This design comes from an exercise in tuning for small area, a short achievable clock period and few clock cycles per item on the open sky130 flow, not from production work.
No functional check of the RTL was part of this run.

File: flow/run.sh
#!/bin/bash
# synth_recipe.tcl (not shown) runs the flow's synth.tcl, then flattens the netlist and writes it again
# the make line also repeats each setting of config.mk as NAME=value (left out here)
make -C /OpenROAD-flow-scripts/flow DESIGN_CONFIG=/design/flow/config.mk WORK_HOME=/design/flow/orfs CLKGATE_MAP_FILE= SYNTH_SCRIPT=/design/flow/synth_recipe.tcl finish
File: flow/config.mk
export PLATFORM = sky130hd
export DESIGN_NAME = spmm_top
export DESIGN_NICKNAME = spmm_top
export VERILOG_FILES = /design/flow/design.v
export SDC_FILE = /design/flow/constraint.sdc
export NUM_CORES = 4
export LEC_CHECK = 0
export CAP_MARGIN = 20
export CORE_MARGIN = 2
export CORE_UTILIZATION = 40
export SLEW_MARGIN = 20
File: flow/constraint.sdc
create_clock -name core_clock -period 7.0 [get_ports {clk}]
set_input_delay 1.4000 -clock core_clock [delete_from_list [all_inputs] [get_ports {clk}]]
set_output_delay 1.4000 -clock core_clock [all_outputs]
set_load 0.01 [all_outputs]
File: flow/design.v
package spmm_pkg;
    localparam int N = 4;
    localparam int W = 8;
    localparam int SPARSE_PCT = 30;
    localparam int DENSE_PCT = 70;
    typedef logic signed [W-1:0] elem_t;
    typedef logic signed [2*W-1:0] prod_t;
    typedef logic [$clog2(N*N)-1:0] idx_t;
    typedef logic [7:0] cnt_t;
    typedef enum logic [1:0] {
        PREC_LOW,
        PREC_MID,
        PREC_HIGH
    } prec_t;
    typedef enum logic [1:0] {
        ENG_DSP,
        ENG_BOOTH,
        ENG_SERIAL
    } engine_t;
    typedef enum logic [1:0] {
        DENS_SPARSE,
        DENS_MEDIUM,
        DENS_DENSE
    } density_t;
endpackage
`timescale 1ns/10ps
module operand_store (
    input  logic            clk,
    input  logic            load_en,
    input  logic            load_sel,
    input  spmm_pkg::idx_t  load_addr,
    input  spmm_pkg::elem_t load_data,
    output logic [16*8-1:0] a_flat,
    output logic [16*8-1:0] b_flat,
    output logic [15:0]     a_nz,
    output logic [15:0]     b_nz
);
    spmm_pkg::elem_t mem_a [16];
    spmm_pkg::elem_t mem_b [16];
    always_ff @(posedge clk) begin
        for (int e = 0; e < 16; e++) begin
            if (load_en && !load_sel && load_addr == e) mem_a[e] <= load_data;
            if (load_en && load_sel && load_addr == e) mem_b[e] <= load_data;
        end
    end
    always_comb begin
        for (int e = 0; e < 16; e++) begin
            a_flat[8*e +: 8] = mem_a[e];
            b_flat[8*e +: 8] = mem_b[e];
            a_nz[e] = (mem_a[e] != '0);
            b_nz[e] = (mem_b[e] != '0);
        end
    end
endmodule
`timescale 1ns/10ps
module result_store (
    input  logic            clk,
    input  logic            clear,        
    input  logic            row_wen,
    input  logic [1:0]      row_sel,
    input  logic [4*16-1:0] row_wdata,
    input  spmm_pkg::idx_t  result_addr,
    output spmm_pkg::prod_t result_data
);
    spmm_pkg::prod_t mem_c [16];
    logic [3:0]      written;
    always_ff @(posedge clk) begin
        if (clear) begin
            written <= '0;
        end else if (row_wen) begin
            written[row_sel] <= 1'b1;
        end
        for (int r = 0; r < 4; r++) begin
            if (row_wen && row_sel == r) begin
                for (int j = 0; j < 4; j++) mem_c[4*r+j] <= row_wdata[16*j +: 16];
            end
        end
    end
    always_ff @(posedge clk) begin
        result_data <= written[result_addr[3:2]] ? mem_c[result_addr] : '0;
    end
endmodule
`timescale 1ns/10ps
module row_sparsity (
    input  logic [3:0]        nz,
    input  spmm_pkg::prec_t   precision,
    output spmm_pkg::engine_t engine
);
    logic ge3;
    logic le1;
    assign ge3 = (nz[0] & nz[1] & (nz[2] | nz[3])) | (nz[2] & nz[3] & (nz[0] | nz[1]));
    assign le1 = !((nz[0] & (nz[1] | nz[2] | nz[3])) | (nz[1] & (nz[2] | nz[3])) | (nz[2] & nz[3]));
    always_comb begin
        if (ge3 && precision == 2'd2) engine = spmm_pkg::ENG_DSP;
        else if (le1 && precision == 2'd0) engine = spmm_pkg::ENG_SERIAL;
        else engine = spmm_pkg::ENG_BOOTH;
    end
endmodule
`timescale 1ns/10ps
module booth_mult (
    input  logic [7:0]  a,
    input  logic [7:0]  b,
    input  logic [15:0] acc,
    output logic [15:0] sum
);
    logic p1;
    logic p2;
    logic p3;
    logic p4;
    logic p5;
    logic p6;
    logic p7;
    logic p8;
    logic p9;
    logic p10;
    logic p11;
    logic p12;
    logic p13;
    logic p14;
    logic p15;
    logic p16;
    logic p17;
    logic p18;
    logic p19;
    logic p20;
    logic p21;
    logic p22;
    logic p23;
    logic p24;
    logic p25;
    logic p26;
    logic p27;
    logic p28;
    logic p29;
    logic p30;
    logic p31;
    logic p32;
    logic p33;
    logic p34;
    logic p35;
    logic p36;
    logic p37;
    logic p38;
    logic p39;
    logic p40;
    logic p41;
    logic p42;
    logic p43;
    logic p44;
    logic p45;
    logic p46;
    logic p47;
    logic p48;
    logic p49;
    logic p50;
    logic p51;
    logic p52;
    logic p53;
    logic p54;
    logic p55;
    logic p56;
    logic p57;
    logic p58;
    logic p59;
    logic p60;
    logic p61;
    logic p62;
    logic p63;
    logic p64;
    logic s65;
    logic c66;
    logic s67;
    logic c68;
    logic s69;
    logic c70;
    logic s71;
    logic c72;
    logic s73;
    logic c74;
    logic s75;
    logic c76;
    logic s77;
    logic c78;
    logic s79;
    logic c80;
    logic s81;
    logic c82;
    logic s83;
    logic c84;
    logic s85;
    logic c86;
    logic s87;
    logic c88;
    logic s89;
    logic c90;
    logic s91;
    logic c92;
    logic s93;
    logic c94;
    logic s95;
    logic c96;
    logic s97;
    logic c98;
    logic s99;
    logic c100;
    logic s101;
    logic c102;
    logic s103;
    logic c104;
    logic s105;
    logic c106;
    logic s107;
    logic c108;
    logic s109;
    logic c110;
    logic s111;
    logic c112;
    logic s113;
    logic c114;
    logic s115;
    logic c116;
    logic s117;
    logic c118;
    logic s119;
    logic c120;
    logic s121;
    logic c122;
    logic s123;
    logic c124;
    logic s125;
    logic c126;
    logic s127;
    logic c128;
    logic s129;
    logic c130;
    logic s131;
    logic c132;
    logic s133;
    logic c134;
    logic s135;
    logic c136;
    logic s137;
    logic c138;
    logic s139;
    logic c140;
    logic s141;
    logic c142;
    logic s143;
    logic c144;
    logic s145;
    logic c146;
    logic s147;
    logic c148;
    logic s149;
    logic c150;
    logic s151;
    logic c152;
    logic s153;
    logic c154;
    logic s155;
    logic c156;
    logic s157;
    logic c158;
    logic s159;
    logic c160;
    logic s161;
    logic c162;
    logic s163;
    logic c164;
    logic s165;
    logic c166;
    logic s167;
    logic c168;
    logic s169;
    logic c170;
    logic s171;
    logic c172;
    logic s173;
    logic c174;
    logic s175;
    logic c176;
    assign p1 = a[0] & b[0];
    assign p2 = a[0] & b[1];
    assign p3 = a[0] & b[2];
    assign p4 = a[0] & b[3];
    assign p5 = a[0] & b[4];
    assign p6 = a[0] & b[5];
    assign p7 = a[0] & b[6];
    assign p8 = ~(a[0] & b[7]);
    assign p9 = a[1] & b[0];
    assign p10 = a[1] & b[1];
    assign p11 = a[1] & b[2];
    assign p12 = a[1] & b[3];
    assign p13 = a[1] & b[4];
    assign p14 = a[1] & b[5];
    assign p15 = a[1] & b[6];
    assign p16 = ~(a[1] & b[7]);
    assign p17 = a[2] & b[0];
    assign p18 = a[2] & b[1];
    assign p19 = a[2] & b[2];
    assign p20 = a[2] & b[3];
    assign p21 = a[2] & b[4];
    assign p22 = a[2] & b[5];
    assign p23 = a[2] & b[6];
    assign p24 = ~(a[2] & b[7]);
    assign p25 = a[3] & b[0];
    assign p26 = a[3] & b[1];
    assign p27 = a[3] & b[2];
    assign p28 = a[3] & b[3];
    assign p29 = a[3] & b[4];
    assign p30 = a[3] & b[5];
    assign p31 = a[3] & b[6];
    assign p32 = ~(a[3] & b[7]);
    assign p33 = a[4] & b[0];
    assign p34 = a[4] & b[1];
    assign p35 = a[4] & b[2];
    assign p36 = a[4] & b[3];
    assign p37 = a[4] & b[4];
    assign p38 = a[4] & b[5];
    assign p39 = a[4] & b[6];
    assign p40 = ~(a[4] & b[7]);
    assign p41 = a[5] & b[0];
    assign p42 = a[5] & b[1];
    assign p43 = a[5] & b[2];
    assign p44 = a[5] & b[3];
    assign p45 = a[5] & b[4];
    assign p46 = a[5] & b[5];
    assign p47 = a[5] & b[6];
    assign p48 = ~(a[5] & b[7]);
    assign p49 = a[6] & b[0];
    assign p50 = a[6] & b[1];
    assign p51 = a[6] & b[2];
    assign p52 = a[6] & b[3];
    assign p53 = a[6] & b[4];
    assign p54 = a[6] & b[5];
    assign p55 = a[6] & b[6];
    assign p56 = ~(a[6] & b[7]);
    assign p57 = ~(a[7] & b[0]);
    assign p58 = ~(a[7] & b[1]);
    assign p59 = ~(a[7] & b[2]);
    assign p60 = ~(a[7] & b[3]);
    assign p61 = ~(a[7] & b[4]);
    assign p62 = ~(a[7] & b[5]);
    assign p63 = ~(a[7] & b[6]);
    assign p64 = a[7] & b[7];
    assign s65 = p6 ^ p13;
    assign c66 = p6 & p13;
    assign s67 = p7 ^ p14 ^ p21;
    assign c68 = (p7 & p14) | (p7 & p21) | (p14 & p21);
    assign s69 = p28 ^ p35;
    assign c70 = p28 & p35;
    assign s71 = p8 ^ p15 ^ p22;
    assign c72 = (p8 & p15) | (p8 & p22) | (p15 & p22);
    assign s73 = p29 ^ p36 ^ p43;
    assign c74 = (p29 & p36) | (p29 & p43) | (p36 & p43);
    assign s75 = p50 ^ p57;
    assign c76 = p50 & p57;
    assign s77 = p16 ^ p23 ^ p30;
    assign c78 = (p16 & p23) | (p16 & p30) | (p23 & p30);
    assign s79 = p37 ^ p44 ^ p51;
    assign c80 = (p37 & p44) | (p37 & p51) | (p44 & p51);
    assign s81 = ~(p58 ^ acc[8]);
    assign c82 = p58 | acc[8];
    assign s83 = p24 ^ p31 ^ p38;
    assign c84 = (p24 & p31) | (p24 & p38) | (p31 & p38);
    assign s85 = p45 ^ p52 ^ p59;
    assign c86 = (p45 & p52) | (p45 & p59) | (p52 & p59);
    assign s87 = p32 ^ p39 ^ p46;
    assign c88 = (p32 & p39) | (p32 & p46) | (p39 & p46);
    assign s89 = p4 ^ p11;
    assign c90 = p4 & p11;
    assign s91 = p5 ^ p12 ^ p19;
    assign c92 = (p5 & p12) | (p5 & p19) | (p12 & p19);
    assign s93 = p26 ^ p33;
    assign c94 = p26 & p33;
    assign s95 = s65 ^ p20 ^ p27;
    assign c96 = (s65 & p20) | (s65 & p27) | (p20 & p27);
    assign s97 = p34 ^ p41 ^ acc[5];
    assign c98 = (p34 & p41) | (p34 & acc[5]) | (p41 & acc[5]);
    assign s99 = c66 ^ s67 ^ s69;
    assign c100 = (c66 & s67) | (c66 & s69) | (s67 & s69);
    assign s101 = p42 ^ p49 ^ acc[6];
    assign c102 = (p42 & p49) | (p42 & acc[6]) | (p49 & acc[6]);
    assign s103 = c68 ^ c70 ^ s71;
    assign c104 = (c68 & c70) | (c68 & s71) | (c70 & s71);
    assign s105 = s73 ^ s75 ^ acc[7];
    assign c106 = (s73 & s75) | (s73 & acc[7]) | (s75 & acc[7]);
    assign s107 = c72 ^ c74 ^ c76;
    assign c108 = (c72 & c74) | (c72 & c76) | (c74 & c76);
    assign s109 = s77 ^ s79 ^ s81;
    assign c110 = (s77 & s79) | (s77 & s81) | (s79 & s81);
    assign s111 = c78 ^ c80 ^ c82;
    assign c112 = (c78 & c80) | (c78 & c82) | (c80 & c82);
    assign s113 = s83 ^ s85 ^ acc[9];
    assign c114 = (s83 & s85) | (s83 & acc[9]) | (s85 & acc[9]);
    assign s115 = c84 ^ c86 ^ s87;
    assign c116 = (c84 & c86) | (c84 & s87) | (c86 & s87);
    assign s117 = p53 ^ p60 ^ acc[10];
    assign c118 = (p53 & p60) | (p53 & acc[10]) | (p60 & acc[10]);
    assign s119 = c88 ^ p40 ^ p47;
    assign c120 = (c88 & p40) | (c88 & p47) | (p40 & p47);
    assign s121 = p54 ^ p61 ^ acc[11];
    assign c122 = (p54 & p61) | (p54 & acc[11]) | (p61 & acc[11]);
    assign s123 = p48 ^ p55 ^ p62;
    assign c124 = (p48 & p55) | (p48 & p62) | (p55 & p62);
    assign s125 = p3 ^ p10;
    assign c126 = p3 & p10;
    assign s127 = s89 ^ p18 ^ p25;
    assign c128 = (s89 & p18) | (s89 & p25) | (p18 & p25);
    assign s129 = c90 ^ s91 ^ s93;
    assign c130 = (c90 & s91) | (c90 & s93) | (s91 & s93);
    assign s131 = c92 ^ c94 ^ s95;
    assign c132 = (c92 & c94) | (c92 & s95) | (c94 & s95);
    assign s133 = c96 ^ c98 ^ s99;
    assign c134 = (c96 & c98) | (c96 & s99) | (c98 & s99);
    assign s135 = c100 ^ c102 ^ s103;
    assign c136 = (c100 & c102) | (c100 & s103) | (c102 & s103);
    assign s137 = c104 ^ c106 ^ s107;
    assign c138 = (c104 & c106) | (c104 & s107) | (c106 & s107);
    assign s139 = c108 ^ c110 ^ s111;
    assign c140 = (c108 & c110) | (c108 & s111) | (c110 & s111);
    assign s141 = c112 ^ c114 ^ s115;
    assign c142 = (c112 & c114) | (c112 & s115) | (c114 & s115);
    assign s143 = c116 ^ c118 ^ s119;
    assign c144 = (c116 & c118) | (c116 & s119) | (c118 & s119);
    assign s145 = c120 ^ c122 ^ s123;
    assign c146 = (c120 & c122) | (c120 & s123) | (c122 & s123);
    assign s147 = c124 ^ p56 ^ p63;
    assign c148 = (c124 & p56) | (c124 & p63) | (p56 & p63);
    assign s149 = p2 ^ p9;
    assign c150 = p2 & p9;
    assign s151 = s125 ^ p17 ^ acc[2];
    assign c152 = (s125 & p17) | (s125 & acc[2]) | (p17 & acc[2]);
    assign s153 = c126 ^ s127 ^ acc[3];
    assign c154 = (c126 & s127) | (c126 & acc[3]) | (s127 & acc[3]);
    assign s155 = c128 ^ s129 ^ acc[4];
    assign c156 = (c128 & s129) | (c128 & acc[4]) | (s129 & acc[4]);
    assign s157 = c130 ^ s131 ^ s97;
    assign c158 = (c130 & s131) | (c130 & s97) | (s131 & s97);
    assign s159 = c132 ^ s133 ^ s101;
    assign c160 = (c132 & s133) | (c132 & s101) | (s133 & s101);
    assign s161 = c134 ^ s135 ^ s105;
    assign c162 = (c134 & s135) | (c134 & s105) | (s135 & s105);
    assign s163 = c136 ^ s137 ^ s109;
    assign c164 = (c136 & s137) | (c136 & s109) | (s137 & s109);
    assign s165 = c138 ^ s139 ^ s113;
    assign c166 = (c138 & s139) | (c138 & s113) | (s139 & s113);
    assign s167 = c140 ^ s141 ^ s117;
    assign c168 = (c140 & s141) | (c140 & s117) | (s141 & s117);
    assign s169 = c142 ^ s143 ^ s121;
    assign c170 = (c142 & s143) | (c142 & s121) | (s143 & s121);
    assign s171 = c144 ^ s145 ^ acc[12];
    assign c172 = (c144 & s145) | (c144 & acc[12]) | (s145 & acc[12]);
    assign s173 = c146 ^ s147 ^ acc[13];
    assign c174 = (c146 & s147) | (c146 & acc[13]) | (s147 & acc[13]);
    assign s175 = c148 ^ p64 ^ acc[14];
    assign c176 = (c148 & p64) | (c148 & acc[14]) | (p64 & acc[14]);
    logic [15:0] r0, r1;
    assign r0 = {c176, c174, c172, c170, c168, c166, c164, c162, c160, c158, c156, c154, c152, c150, s149, p1};
    assign r1 = {acc[15], s175, s173, s171, s169, s167, s165, s163, s161, s159, s157, s155, s153, s151, acc[1], acc[0]};
    assign sum = (r0 + r1) ^ 16'h8000;
endmodule
`timescale 1ns/10ps
module mac_unit (
    input  logic            clk,
    input  spmm_pkg::elem_t a,
    input  logic [4*8-1:0]  b_row,
    input  logic            cont,
    output logic [4*16-1:0] c_next
);
    logic [4*16-1:0] acc;
    for (genvar j = 0; j < 4; j++) begin : g_col
        booth_mult u_mult (
            .a   (a),
            .b   (b_row[8*j +: 8]),
            .acc (cont ? acc[16*j +: 16] : 16'd0),
            .sum (c_next[16*j +: 16])
        );
    end
    always_ff @(posedge clk) begin
        acc <= c_next;
    end
endmodule
`timescale 1ns/10ps
module spmm_control (
    input  logic              clk,
    input  logic              reset,
    input  logic              start,
    input  spmm_pkg::prec_t   precision,
    input  logic [16*8-1:0]   a_flat,
    input  logic [16*8-1:0]   b_flat,
    input  logic [15:0]       a_nz,
    input  logic [15:0]       b_nz,
    output logic              busy,
    output logic              done,
    output logic              sel_valid,
    output spmm_pkg::engine_t sel_engine,
    output spmm_pkg::cnt_t    macs_executed,
    output spmm_pkg::cnt_t    macs_skipped,
    output logic              c_clear,
    output logic              mac_valid,
    output logic [1:0]        mac_row,
    output logic              mac_cont,
    output spmm_pkg::elem_t   mac_a,
    output logic [4*8-1:0]    mac_b
);
    logic [15:0] pending;
    logic [15:0] src;
    logic [15:0] pick;
    logic [3:0]  pick_idx;
    logic        issue;
    logic [3:0]  b_row_any;
    logic [2:0]  pick_cnt;
    logic [1:0]  sel_row;
    logic [6:0]  exec_cnt;
    logic [6:0]  skip_cnt;
    spmm_pkg::engine_t row_eng [4];
    logic        finish;
    for (genvar k = 0; k < 4; k++) begin : g_brow
        assign b_row_any[k] = |b_nz[4*k +: 4];
    end
    for (genvar r = 0; r < 4; r++) begin : g_class
        row_sparsity u_class (
            .nz        (a_nz[4*r +: 4]),
            .precision (precision),
            .engine    (row_eng[r])
        );
    end
    always_comb begin
        for (int e = 0; e < 16; e++) src[e] = busy ? pending[e] : (a_nz[e] & b_row_any[e % 4]);
        pick = src & (~src + 16'd1);
        pick_idx = '0;
        for (int e = 0; e < 16; e++) if (pick[e]) pick_idx = 4'(e);
        pick_cnt = 3'(b_nz[{pick_idx[1:0], 2'd0}]) + 3'(b_nz[{pick_idx[1:0], 2'd1}])
                 + 3'(b_nz[{pick_idx[1:0], 2'd2}]) + 3'(b_nz[{pick_idx[1:0], 2'd3}]);
    end
    assign issue = (start && !busy) || busy;
    assign c_clear = start && !busy;
    assign finish = busy && pending == '0 && (!sel_valid || sel_row[1]);
    always_ff @(posedge clk or posedge reset) begin
        if (reset) begin
            busy <= 1'b0;
            done <= 1'b0;
            sel_valid <= 1'b0;
            sel_row <= '0;
            exec_cnt <= '0;
            skip_cnt <= '0;
            mac_valid <= 1'b0;
        end else begin
            done <= 1'b0;
            mac_valid <= 1'b0;
            if (start && !busy) begin
                busy <= 1'b1;
                sel_valid <= 1'b1;
                sel_row <= '0;
            end else begin
                if (sel_valid) begin
                    sel_row <= sel_row + 1'b1;
                    if (sel_row == 2'd3) sel_valid <= 1'b0;
                end
                if (finish) begin
                    busy <= 1'b0;
                    done <= 1'b1;
                end
            end
            if (issue) begin
                mac_valid <= src != '0;
                exec_cnt <= (busy ? exec_cnt : 7'd0) + 7'(src != '0 ? pick_cnt : 3'd0);
                skip_cnt <= (busy ? skip_cnt : 7'd64) - 7'(src != '0 ? pick_cnt : 3'd0);
            end
        end
    end
    always_ff @(posedge clk) begin
        pending <= src & ~pick;
        mac_row <= pick_idx[3:2];
        mac_cont <= busy && mac_valid && mac_row == pick_idx[3:2];
        mac_a <= a_flat[8*pick_idx +: 8];
        mac_b <= b_flat[32*pick_idx[1:0] +: 32];
        if (start && !busy) sel_engine <= row_eng[0];
        else if (sel_valid) sel_engine <= row_eng[sel_row + 2'd1];
    end
    assign macs_executed = {1'b0, exec_cnt};
    assign macs_skipped = {1'b0, skip_cnt};
endmodule
`timescale 1ns/10ps
module spmm_top (
    input  logic              clk,
    input  logic              reset,
    input  logic              load_en,
    input  logic              load_sel,
    input  spmm_pkg::idx_t    load_addr,
    input  spmm_pkg::elem_t   load_data,
    input  spmm_pkg::prec_t   precision,
    input  logic              start,
    output logic              busy,
    output logic              done,
    output logic              sel_valid,
    output spmm_pkg::engine_t sel_engine,
    output spmm_pkg::cnt_t    macs_executed,
    output spmm_pkg::cnt_t    macs_skipped,
    input  spmm_pkg::idx_t    result_addr,
    output spmm_pkg::prod_t   result_data
);
    logic [16*8-1:0] a_flat;
    logic [16*8-1:0] b_flat;
    logic [15:0]     a_nz;
    logic [15:0]     b_nz;
    logic            c_clear;
    logic            mac_valid;
    logic [1:0]      mac_row;
    spmm_pkg::elem_t mac_a;
    logic [4*8-1:0]  mac_b;
    logic            mac_cont;
    logic [4*16-1:0] c_next;
    operand_store u_operands (
        .clk       (clk),
        .load_en   (load_en),
        .load_sel  (load_sel),
        .load_addr (load_addr),
        .load_data (load_data),
        .a_flat    (a_flat),
        .b_flat    (b_flat),
        .a_nz      (a_nz),
        .b_nz      (b_nz)
    );
    spmm_control u_control (
        .clk           (clk),
        .reset         (reset),
        .start         (start),
        .precision     (precision),
        .a_flat        (a_flat),
        .b_flat        (b_flat),
        .a_nz          (a_nz),
        .b_nz          (b_nz),
        .busy          (busy),
        .done          (done),
        .sel_valid     (sel_valid),
        .sel_engine    (sel_engine),
        .macs_executed (macs_executed),
        .macs_skipped  (macs_skipped),
        .c_clear       (c_clear),
        .mac_valid     (mac_valid),
        .mac_row       (mac_row),
        .mac_cont      (mac_cont),
        .mac_a         (mac_a),
        .mac_b         (mac_b)
    );
    mac_unit u_mac (
        .clk    (clk),
        .a      (mac_a),
        .b_row  (mac_b),
        .cont   (mac_cont),
        .c_next (c_next)
    );
    result_store u_results (
        .clk         (clk),
        .clear       (c_clear),
        .row_wen     (mac_valid),
        .row_sel     (mac_row),
        .row_wdata   (c_next),
        .result_addr (result_addr),
        .result_data (result_data)
    );
endmodule
==> results.txt <==
[cell usage after synthesis, types with 22 or more instances]
| master | instances |
|---|---|
| edfxtp_1 | 514 |
| and2_1 | 261 |
| nand2_1 | 249 |
| fa_1 | 199 |
| inv_1 | 196 |
| dfxtp_1 | 142 |
| nor2_1 | 115 |
| ha_1 | 104 |
| nand3_1 | 95 |
| clkbuf_1 | 90 |
| a22oi_1 | 82 |
| a21oi_1 | 67 |
| o21ai_0 | 58 |
| xnor2_1 | 52 |
| nor4_1 | 46 |
| o211ai_1 | 42 |
| a31oi_1 | 39 |
| a211oi_1 | 36 |
| nand4_1 | 35 |
| nor3_1 | 28 |
| or4_1 | 22 |
[routing by layer]
metal  vias to the layer above  routed length (µm)
met2                       742               44400
met1                     11310               38800
met4                         0                1900
met5                         -                   0
li1                      10063                   -
met3                       128                5430
[how the worst min path moves through the flow]
stage / to / start
final: u_results.written[1]$_SDFFE_PP0P_ / u_results.written[1]$_SDFFE_PP0P_
after global routing: u_results.written[2]$_SDFFE_PP0P_ / u_results.written[2]$_SDFFE_PP0P_
after global placement: u_results.written[2]$_SDFFE_PP0P_ / u_results.written[2]$_SDFFE_PP0P_
after floorplan: u_results.written[2]$_SDFFE_PP0P_ / u_results.written[2]$_SDFFE_PP0P_
after CTS: u_results.written[0]$_SDFFE_PP0P_ / u_results.written[0]$_SDFFE_PP0P_
after detailed placement: u_results.written[0]$_SDFFE_PP0P_ / u_results.written[0]$_SDFFE_PP0P_
[state kept, by name (all words and copies together) (netlist names), 8 cells and up]
register and flops:
u_results.result_data 16, u_operands.mem_b 128, u_mac.acc 64, u_control.mac_b 32, u_results.mem_c 256, u_operands.mem_a 128, u_control.mac_a 8, u_control.pending 15
[cells by family (layout without fill, tap and decap cells)]
group                    after synthesis  after routing  share of synthesized area [%]
AO/OA/AOI/OAI                        455            455                           9.42
multiplexers                          39             39                           1.30
other                                  1              5                         0.0109
adder cells (fa/ha/maj)              306            306                           15.5
AND/OR/NAND/NOR                      900            900                           13.7
buffers and inverters                313            434                           3.61
XOR/XNOR                              72             72                           1.84
flip-flops                           676            676                           54.7
[worst max-delay path: stages (launching register included)]
cell and delay [ns]:
edfxtp_1 0.40, nor4_1 0.57, nand4_1 0.35, o21ai_0 0.38, o311a_1 0.35, and3_1 0.46
nand3_1 0.25, o211ai_4 0.56, mux2i_1 0.25, o21ai_1 0.08, ha_1 0.31, inv_1 0.10
fa_1 0.48, nor2_1 0.23, ha_1 0.23, fa_1 0.23, inv_1 0.05, a221oi_1 0.39
nand2_1 0.11, xor2_1 0.16
[per-stage QoR]
step / hold slack, ns / cell area (µm²)
floorplan: 0.435 / 34300
global placement: 0.451 / 36200
detailed placement: 0.463 / 36200
CTS: 0.478 / 38900
global route: 0.503 / 38900
finish: 0.475 / 38900
[area by class of cell]
class	count	area, µm²	share of cell area [%]
timing repair buffer	99	853	2.19
multi-input combinational	1774	14500	37.2
antenna	3	7.51	0.0193
clock buffer	93	2060	5.29
clock inverter	46	559	1.44
tap	1144	1430	3.68
inverter	196	736	1.89
sequential	676	18800	48.3
==> impl_metrics.env <==
export IMPL_antenna_left=0
export IMPL_die_width_um=297
export IMPL_grt_util_all_layers_pct=20.5
export IMPL_numCtsBuffers=75
export IMPL_reg2reg_slack_ns=0.94
export IMPL_clock_tree_root_cell="clkbuf_16"
export IMPL_start_util_pct=40.3
export IMPL_wl_per_cell_um=22.5
export IMPL_ys_flop_type="edfxtp_1"
export IMPL_layout_commonest_cell="edfxtp_1"
export IMPL_drt_total_wl_um=90500
export IMPL_synth_cell_types=77
export IMPL_pre_cts_slack_ns=1.01
export IMPL_grt_busiest_layer="met2"
export IMPL_relSlewSlack_pct=22.2
export IMPL_clock_sinks=676
export IMPL_nets=3148
export IMPL_antenna_found_initial=2
export IMPL_hold_viol=0
export IMPL_die_h_um=297
export IMPL_grt_max_degree=69
export IMPL_hold_path_depth=2
export IMPL_grt_util_met3_pct=2.75
export IMPL_start_kind="flip-flop"
export IMPL_hold_class="flip-flop to flip-flop"
export IMPL_endpoint_kind="flip-flop"
export IMPL_core_area_um2=85100
export IMPL_tightest_slew_ns=1.16
export IMPL_startpoint="u_operands.mem_b[1][5]$_DFFE_PP_"
export IMPL_cts_tree="yes"
export IMPL_skew_ns=0.0591
export IMPL_cts_resized=0
export IMPL_regToRegStartpoint="u_operands.mem_b[1][5]$_DFFE_PP_"
export IMPL_clkSlewWorstSetupHoldPaths_ns=0.06
export IMPL_crit_end="u_control.skip_cnt[6]$_DFFE_PP0P_"
export IMPL_place_gp_congestion=0.848
export IMPL_post_route_period_util_pct=86.5
export IMPL_grt_pass1_wl_um=140000
export IMPL_first_pass_iters=6
export IMPL_cp_max_fo=19
export IMPL_synth_top_area_cell="edfxtp_1"
export IMPL_yosys_area_top_type_share_pct=45.0
export IMPL_setup_tns_ns=0
export IMPL_die_area_um2=88200
export IMPL_syn_area_um2=34300
export IMPL_synth_seq_cells=676
export IMPL_grt_util_met1_pct=27.6
export IMPL_grt_pass1_vias=23134
export IMPL_cts_hold_fix_buffers=0
export IMPL_rsz0062_at_grt="no"
export IMPL_dp_cells=3888
export IMPL_drc=0
export IMPL_io_pins=60
export IMPL_ys_top_cells_by_area="edfxtp_1 (45%), fa_1 (12%), dfxtp_1 (8.3%)"
export IMPL_ys_warn_count=9
export IMPL_fill_cells=7590
export IMPL_drv_slew=0
export IMPL_syn_to_final_growth_pct=13.2
export IMPL_drt_iter0_markers=1654
export IMPL_arrival_ns=6.57
export IMPL_finalSetupViolations=0
export IMPL_reg2reg_depth=19
export IMPL_layout_min_cycle_time_ns=6.06
export IMPL_dp_hpwl_um=62300
export IMPL_fp_row_count=107
export IMPL_io_buffers=57
export IMPL_status="no timing/DRC/antenna violations"
export IMPL_clk_path_buf_depth=3
export IMPL_crit_required_ns=7.51
export IMPL_async_flop_share_pct=2.96
export IMPL_vias=22243
export IMPL_fin_ws_ns=0.942
export IMPL_cts_htree_levels=3
export IMPL_avgSynthCellArea_um2=12.4
export IMPL_ys_seq_area_share_pct=54.7
export IMPL_synth_edf_count=514
export IMPL_layout_common_cells="edfxtp_1 (514), and2_1 (261), nand2_1 (249)"
export IMPL_vias_per_cell=5.52
export IMPL_overflow=0
export IMPL_drv_cap=0
export IMPL_reg2reg_to="u_control.skip_cnt[6]$_DFFE_PP0P_"
export IMPL_path_class="flip-flop to flip-flop"
export IMPL_syn_inst=2762
export IMPL_fmax_mhz=165
export IMPL_clock_latency_ns=0.65
export IMPL_drive_above_1_share_pct=8.29
export IMPL_instances_no_fill=4031
export IMPL_post_cts_buffers=0
export IMPL_grtUsageMet2_pct=35.3
export IMPL_utilization_pct=45.7

[re-timing with driven ports]
The flow's constraints put no driver on any port. The routed layout listed below was extracted and timed again, unchanged, in two steps.
Step 1 assumes that a clkbuf_16 drives the clock port and a buf_2 every other input.
Step 2 adds t to the input delays and takes it off the output delays; t is the mean of the earliest and latest rising clock arrival at the registers after step 1. Input paths then give back, and output paths get back, about the clock's delay inside the block.
Slacks: no drivers / after step 1 / after step 2; pairs: no drivers / after step 1.
t (ns): 0.685
slack for setup (ns): 0.942 / 0.942 / 0.942
worst setup path at the end: register to register
clock arrival spread, ns: 0.060 / 0.059
worst register clock-pin slew, ns: 0.07 / 0.07
After both steps setup and hold are still met in this run. The setup slack of this run moves by 0.000 ns with the drivers and by 0.000 ns with both steps.
